This design comes from an exercise in tuning for small area and a short achievable clock period on the open sky130 flow, not from production work. The RTL was checked by simulation tests, not by an equivalence proof against the original design.

### config.mk
export PLATFORM = sky130hd
export DESIGN_NAME = lif_tdm_scheduler
export DESIGN_NICKNAME = lif_tdm_scheduler
export VERILOG_FILES = /design/flow/design.v
export SDC_FILE = /design/flow/constraint.sdc
export NUM_CORES = 4
export LEC_CHECK = 0
export CAP_MARGIN = 20
export CORE_MARGIN = 2
export CORE_UTILIZATION = 30
export PLACE_DENSITY = 0.4
export SLEW_MARGIN = 20
### constraint.sdc
create_clock -name core_clock -period 13.0 [get_ports {clk}]
set_input_delay 2.6000 -clock core_clock [delete_from_list [all_inputs] [get_ports {clk}]]
set_output_delay 2.6000 -clock core_clock [all_outputs]
set_load 0.01 [all_outputs]
### design.v
module lif_update_core #(
    parameter int  RW         = 2,
    parameter logic signed [16-1:0] V_TH       = 16'sd4096,
    parameter logic signed [16-1:0] V_RESET    = 16'sd0,
    parameter logic signed [16-1:0] V_REST     = 16'sd0,
    parameter logic signed [16-1:0] LEAK_A     = 16'sd3932,
    parameter int  REFR_TICKS = 2
) (
    input  logic signed [16-1:0] v,
    input  logic [RW-1:0]       refr,
    input  logic signed [16-1:0] i,
    output logic signed [16-1:0] v_next,
    output logic [RW-1:0]       refr_next,
    output logic                fire
);
    localparam int W  = 16;
    localparam int Q  = 12;
    localparam int SW = 2 * W + 2;
    localparam logic signed [W-1:0] FX_MAX = {1'b0, {(W-1){1'b1}}};
    localparam logic signed [W-1:0] FX_MIN = {1'b1, {(W-1){1'b0}}};
    function automatic logic signed [W-1:0] sat_fx(input logic signed [SW-1:0] x);
        if (x > $signed({{(SW-W){1'b0}}, FX_MAX}))
            sat_fx = FX_MAX;
        else if (x < $signed({{(SW-W){1'b1}}, FX_MIN}))
            sat_fx = FX_MIN;
        else
            sat_fx = x[W-1:0];
    endfunction
    localparam logic [RW-1:0] REFR_INIT = REFR_TICKS;
    logic signed [SW-1:0] dv;
    logic signed [SW-1:0] prod;
    logic signed [SW-1:0] sum;
    logic signed [W-1:0]   v_int;
    always_comb begin
        dv        = $signed({{(SW-W){v[W-1]}}, v}) - $signed({{(SW-W){V_REST[W-1]}}, V_REST});
        prod      = dv * $signed({{(SW-W){LEAK_A[W-1]}}, LEAK_A});
        sum       = $signed({{(SW-W){V_REST[W-1]}}, V_REST}) + (prod >>> Q) + $signed({{(SW-W){i[W-1]}}, i});
        v_int     = sat_fx(sum);
        fire      = 1'b0;
        v_next    = v_int;
        refr_next = refr;
        if (refr != '0) begin
            refr_next = refr - 1'b1;
            v_next    = V_RESET;
        end else if (v_int >= V_TH) begin
            fire      = 1'b1;
            v_next    = V_RESET;
            refr_next = REFR_INIT;
        end
    end
endmodule
module lif_tdm_scheduler #(
    parameter int  N_NEURONS  = 32,
    parameter int  IDX_W      = $clog2(N_NEURONS),
    parameter logic signed [16-1:0] V_TH       = 16'sd4096,
    parameter logic signed [16-1:0] V_RESET    = 16'sd0,
    parameter logic signed [16-1:0] V_REST     = 16'sd0,
    parameter logic signed [16-1:0] LEAK_A     = 16'sd3932,
    parameter int  REFR_TICKS = 2
) (
    input  logic                clk,
    input  logic                rst_n,
    input  logic                tick_in,
    input  logic                i_wr_en,
    input  logic [IDX_W-1:0]    i_wr_idx,
    input  logic signed [16-1:0] i_wr_data,
    output logic                busy,
    output logic                done,
    output logic                tick_overrun,
    output logic                spk_valid,
    output logic [IDX_W-1:0]    spk_idx,
    input  logic                spk_ready
);
    localparam int W  = 16;
    localparam int Q  = 12;
    localparam int SW = 2 * W + 2;
    localparam logic signed [W-1:0] FX_MAX = {1'b0, {(W-1){1'b1}}};
    localparam logic signed [W-1:0] FX_MIN = {1'b1, {(W-1){1'b0}}};
    function automatic logic signed [W-1:0] sat_fx(input logic signed [SW-1:0] x);
        if (x > $signed({{(SW-W){1'b0}}, FX_MAX}))
            sat_fx = FX_MAX;
        else if (x < $signed({{(SW-W){1'b1}}, FX_MIN}))
            sat_fx = FX_MIN;
        else
            sat_fx = x[W-1:0];
    endfunction
    localparam logic [1:0] IDLE = 2'd0, SWEEP = 2'd1, DONE = 2'd2;
    localparam logic [IDX_W-1:0] LAST_IDX = N_NEURONS - 1;
    localparam int RW = (REFR_TICKS < 1) ? 1 : $clog2(REFR_TICKS + 1);
    logic [1:0]          state;
    logic [IDX_W-1:0]    idx;
    logic signed [W-1:0]                 v_mem [N_NEURONS];
    logic [RW-1:0]       refr  [N_NEURONS];
    logic signed [W-1:0]                 acc   [N_NEURONS];
    logic signed [W-1:0]                 v_nxt;
    logic [RW-1:0]       refr_nxt;
    logic                fire;
    logic                stall;
    logic                commit;
    logic                last;
    logic signed [W-1:0]                 acc_add;
    logic signed [W-1:0]                 acc_rd;
    lif_update_core #(
        .RW         (RW),
        .V_TH       (V_TH),
        .V_RESET    (V_RESET),
        .V_REST     (V_REST),
        .LEAK_A     (LEAK_A),
        .REFR_TICKS (REFR_TICKS)
    ) u_core (
        .v          (v_mem[idx]),
        .refr       (refr[idx]),
        .i          (acc[idx]),
        .v_next     (v_nxt),
        .refr_next  (refr_nxt),
        .fire       (fire)
    );
    assign stall   = (state == SWEEP) && fire && spk_valid && !spk_ready;
    assign commit  = (state == SWEEP) && !stall;
    assign last    = (idx == LAST_IDX);
    assign acc_rd  = acc[i_wr_idx];
    assign acc_add = sat_fx($signed({{(SW-W){acc_rd[W-1]}}, acc_rd}) + $signed({{(SW-W){i_wr_data[W-1]}}, i_wr_data}));
    always_ff @(posedge clk or negedge rst_n) begin
        if (!rst_n) begin
            state        <= IDLE;
            idx          <= '0;
            busy         <= 1'b0;
            done         <= 1'b0;
            tick_overrun <= 1'b0;
            spk_valid    <= 1'b0;
            spk_idx      <= '0;
            for (int k = 0; k < N_NEURONS; k++) begin
                v_mem[k] <= V_REST;
                refr[k]  <= '0;
            end
        end else begin
            done <= 1'b0;
            if (tick_in && state != IDLE)
                tick_overrun <= 1'b1;
            if (spk_valid && spk_ready)
                spk_valid <= 1'b0;
            case (state)
                IDLE: begin
                    if (tick_in) begin
                        state <= SWEEP;
                        idx   <= '0;
                        busy  <= 1'b1;
                    end
                end
                SWEEP: begin
                    if (commit) begin
                        v_mem[idx] <= v_nxt;
                        refr[idx]  <= refr_nxt;
                        if (fire) begin
                            spk_valid <= 1'b1;
                            spk_idx   <= idx;
                        end
                        if (last) begin
                            state <= DONE;
                            busy  <= 1'b0;
                            done  <= 1'b1;
                        end else begin
                            idx <= idx + 1'b1;
                        end
                    end
                end
                DONE:    state <= IDLE;
                default: state <= IDLE;
            endcase
        end
    end
    always_ff @(posedge clk or negedge rst_n) begin
        if (!rst_n) begin
            for (int k = 0; k < N_NEURONS; k++)
                acc[k] <= '0;
        end else begin
            for (int k = 0; k < N_NEURONS; k++) begin
                if (commit && idx == k)
                    acc[k] <= (i_wr_en && i_wr_idx == k) ? i_wr_data : '0;
                else if (i_wr_en && i_wr_idx == k)
                    acc[k] <= acc_add;
            end
        end
    end
endmodule
### run.sh
#!/bin/bash
# synth_recipe.tcl (not shown) runs the flow's synth.tcl, then flattens the netlist and writes it again
# the make line also repeats each setting of config.mk as NAME=value (left out here)
make -C /OpenROAD-flow-scripts/flow DESIGN_CONFIG=/design/flow/config.mk WORK_HOME=/design/flow/orfs CLKGATE_MAP_FILE= SYNTH_SCRIPT=/design/flow/synth_recipe.tcl finish
==> run summary <==
==> state kept, by name, indices dropped and copies added, names as in the netlist <==
signal	flops
acc	512
refr	64
done	1
tick_overrun	1
idx	5
state	2
busy	1
v_mem	512
spk_valid	1
spk_idx	5
==> per-layer routing <==
layer | track usage | vias up | part of all wire
li1 | - | 23400 | -
met4 | 0.178 | 8 | 0.060
met1 | 0.500 | 31200 | 0.43
met3 | 0.105 | 919 | 0.10
met5 | 0.00184 | - | 0.00037
met2 | 0.510 | 3835 | 0.41
==> worst max path at each step <==
stage	slack, ns	depth (start not counted)	from	endpoint
after floorplan	2.80	42	idx[3]	v_mem[4][10]
after global placement	0.71	39	idx[0]	acc[25][0]
after detailed placement	1.07	39	idx[1]	v_mem[9][4]
after CTS	1.03	39	idx[1]	v_mem[9][4]
after global routing	0.29	41	idx[1]	v_mem[9][4]
final	0.84	40	idx[0]	v_mem[9][4]
==> placed cells by master, fill, tap and decap left out, types with 183 or more instances in the layout <==
cell      synthesis  routed
a221oi_1        201     201
a22o_1          452     452
a22oi_1         318     318
buf_4             4     382
dfrtp_1        1104    1103
inv_1           186     185
mux2_2          463     463
nand2_1         360     354
nor2_1          242     183
o21ai_0         563     563
==> cell families (layout without fill, tap and decap cells) <==
logic type,Yosys count,after routing
mux,559,559
other cells,0,24
xor+xnor,34,34
flops,1104,1104
buf+inv,806,909
simple gates,1233,1233
compound gates,2186,2186
fa+ha+maj,200,200
==> stage by stage <==
step                instance area, µm²
finish                           73600
global route                     73600
CTS                              73600
detailed placement               68700
global placement                 68700
floorplan                        62500
==> worst reg2reg max path, delay by kind of cell, from the launching register on <==
family | cells | cell delay, ns
and+or+nand+nor | 10 | 3.53
adders and majority gates | 8 | 3.29
AOI/OAI and AO/OA | 11 | 2.98
buffers and inverters | 9 | 1.26
DFF | 1 | 0.44
muxes | 1 | 0.38
xor gates and xnor gates | 1 | 0.17
==> cell type report <==
cell class,count,area share
multi-input combinational,4212,0.443
sequential,1104,0.375
timing repair buffer,470,0.0580
clock buffer,206,0.0564
tap,2788,0.0474
clock inverter,47,0.00953
inverter,186,0.00948
antenna,24,0.000816
==> impl_metrics.env <==
export IMPL_synthDistinctLibCells=79
export IMPL_path_delay_family="simple AND/OR/NAND/NOR gates"
export IMPL_grt_remaining_overflow=0
export IMPL_core_area_um2=207000
export IMPL_yosysMostFrequentCell="dfrtp_1"
export IMPL_tightest_slew_ns=1.36
export IMPL_synth_edf_count=0
export IMPL_pin_count=35
export IMPL_synth_compound_area_frac=0.256
export IMPL_cts_clk_slew_worst_paths_ns=0.06
export IMPL_period_minus_slack_ns=12.16
export IMPL_cts_path_max_buffers=3
export IMPL_grt_first_pass_wirelength_mm=523
export IMPL_critPathLaunchType="flop"
export IMPL_yosysSeqAreaShare=0.442
export IMPL_dpl_hpwl_mm=266
export IMPL_detail_route_antenna_nets=0
export IMPL_hold_viol_final=0
export IMPL_r2r_start="idx[0]"
export IMPL_synth_top_family_by_area="compound AO/OA/AOI/OAI gates"
export IMPL_synth_seq_cells=1104
export IMPL_status="finished clean"
export IMPL_ys_warnings_count=8
export IMPL_ys_async_sr_fraction=1.00
export IMPL_synth_top_area_cell="dfrtp_1"
export IMPL_synth_avg_cell_area_um2=10.2
export IMPL_drc_errors=0
export IMPL_fin_skew_ns=0.0902
export IMPL_cts_resized=0
export IMPL_utilization=0.356
export IMPL_cts_setup_buffers=0
export IMPL_routed_wirelength_mm=392
export IMPL_multi_input_area_um2=32600
export IMPL_tns_ns=0
export IMPL_cpPeakStageDelay_ns=0.76
export IMPL_finalWeightedCongestion=1.01
export IMPL_hold_ws_ns=0.477
export IMPL_wl_per_cell_um=43.4
export IMPL_synth_adder_area_share=0.0503
export IMPL_seqCellArea_um2=27600
export IMPL_nFillCells=20700
export IMPL_hold_end="tick_overrun"
export IMPL_fin_ws_ns=0.843
export IMPL_dp_slack_ns=1.07
export IMPL_cts_tree="built"
export IMPL_worst_r2r_setup_slack_ns=0.84
export IMPL_drive_gt1_frac=0.212
export IMPL_layout_nets=6342
export IMPL_synth_commonest_cells="dfrtp_1, o21ai_0, mux2_2"
export IMPL_crit_buf_inv=9
export IMPL_numCtsBuffers=142
export IMPL_cts_hold_buffers_added=0
export IMPL_cp_data_required_time_ns=13.71
export IMPL_crit_type="reg -> reg"
export IMPL_min_from="tick_overrun"
export IMPL_muxShareOfSynthArea=0.100
export IMPL_rows=167
export IMPL_via_per_inst=6.57
export IMPL_first_global_vias=55800
export IMPL_antenna_found_initial=27
export IMPL_grt_max_degree=162
export IMPL_grt_usage=0.362
export IMPL_cap_viol_max_count=0
export IMPL_holdPathStages=1
export IMPL_drt_initial_drc_count=8635
export IMPL_cp_arrival_ns=12.87
export IMPL_setup_viol=0
export IMPL_clock_sinks=1104
export IMPL_root_buffer="clkbuf_16"
export IMPL_synth_xor_area_frac=0.00476
export IMPL_dp_cells=8759
export IMPL_port_buffers=34
export IMPL_synth_ff_type="dfrtp_1"
export IMPL_yosys_area_share_simple=0.0958
export IMPL_fmax_mhz=82.3
export IMPL_rsz0062_at_grt="no"
export IMPL_hold_path_class="reg -> reg"
export IMPL_synth_nets=6348
export IMPL_cp_slowest_cell="a221oi_1"
export IMPL_cp_end_kind="flop"
export IMPL_synth_top_area_share=0.442
export IMPL_syn_inst=6122
export IMPL_initial_core_util=0.302
export IMPL_synth_area_top_cells="dfrtp_1, mux2_2, a22o_1"
export IMPL_syn_to_final_growth_pct=17.8
export IMPL_fp_dieW_um=461
export IMPL_synthesis_area_um2=62500
export IMPL_worst_path_most_repeated_cell="inv_1"
export IMPL_slew_viol_final=0
export IMPL_vias=59400
export IMPL_cp_max_fo=72
export IMPL_die_area_um2=212000
export IMPL_reg2reg_depth=40
export IMPL_regToRegEndpoint="v_mem[9][4]"
export IMPL_fin_cells=9037
export IMPL_fin_crit_sh=0.935
export IMPL_dr_pass1_iters=9
export IMPL_insertion_delay_ns=0.85
export IMPL_h_tree_depth=4
export IMPL_relSlewSlack=0.0895
export IMPL_die_y_um=461

-- afterwards: timing with drivers on the ports --
How much do the figures lean on ideal ports? The routed layout below was timed once more, with nothing changed but the port constraints.
Step 1 assumes that a clkbuf_16 drives the clock port and a buf_2 every other input.
Step 2 adds t to the input delays and takes it off the output delays; t is the mean of the earliest and latest rising clock arrival at the registers after step 1. Input paths then give back, and output paths get back, about the clock's delay inside the block.
a / b / c = ideal / step 1 / step 2; a / b = the first two.
shift t [ns]: 0.897
slack for setup (ns): 0.843 / 0.843 / 0.843
worst setup path at the end: register to register
After both steps this run still meets setup and hold. The setup slack of this run moves by 0.000 ns with the drivers and by 0.000 ns with both steps.
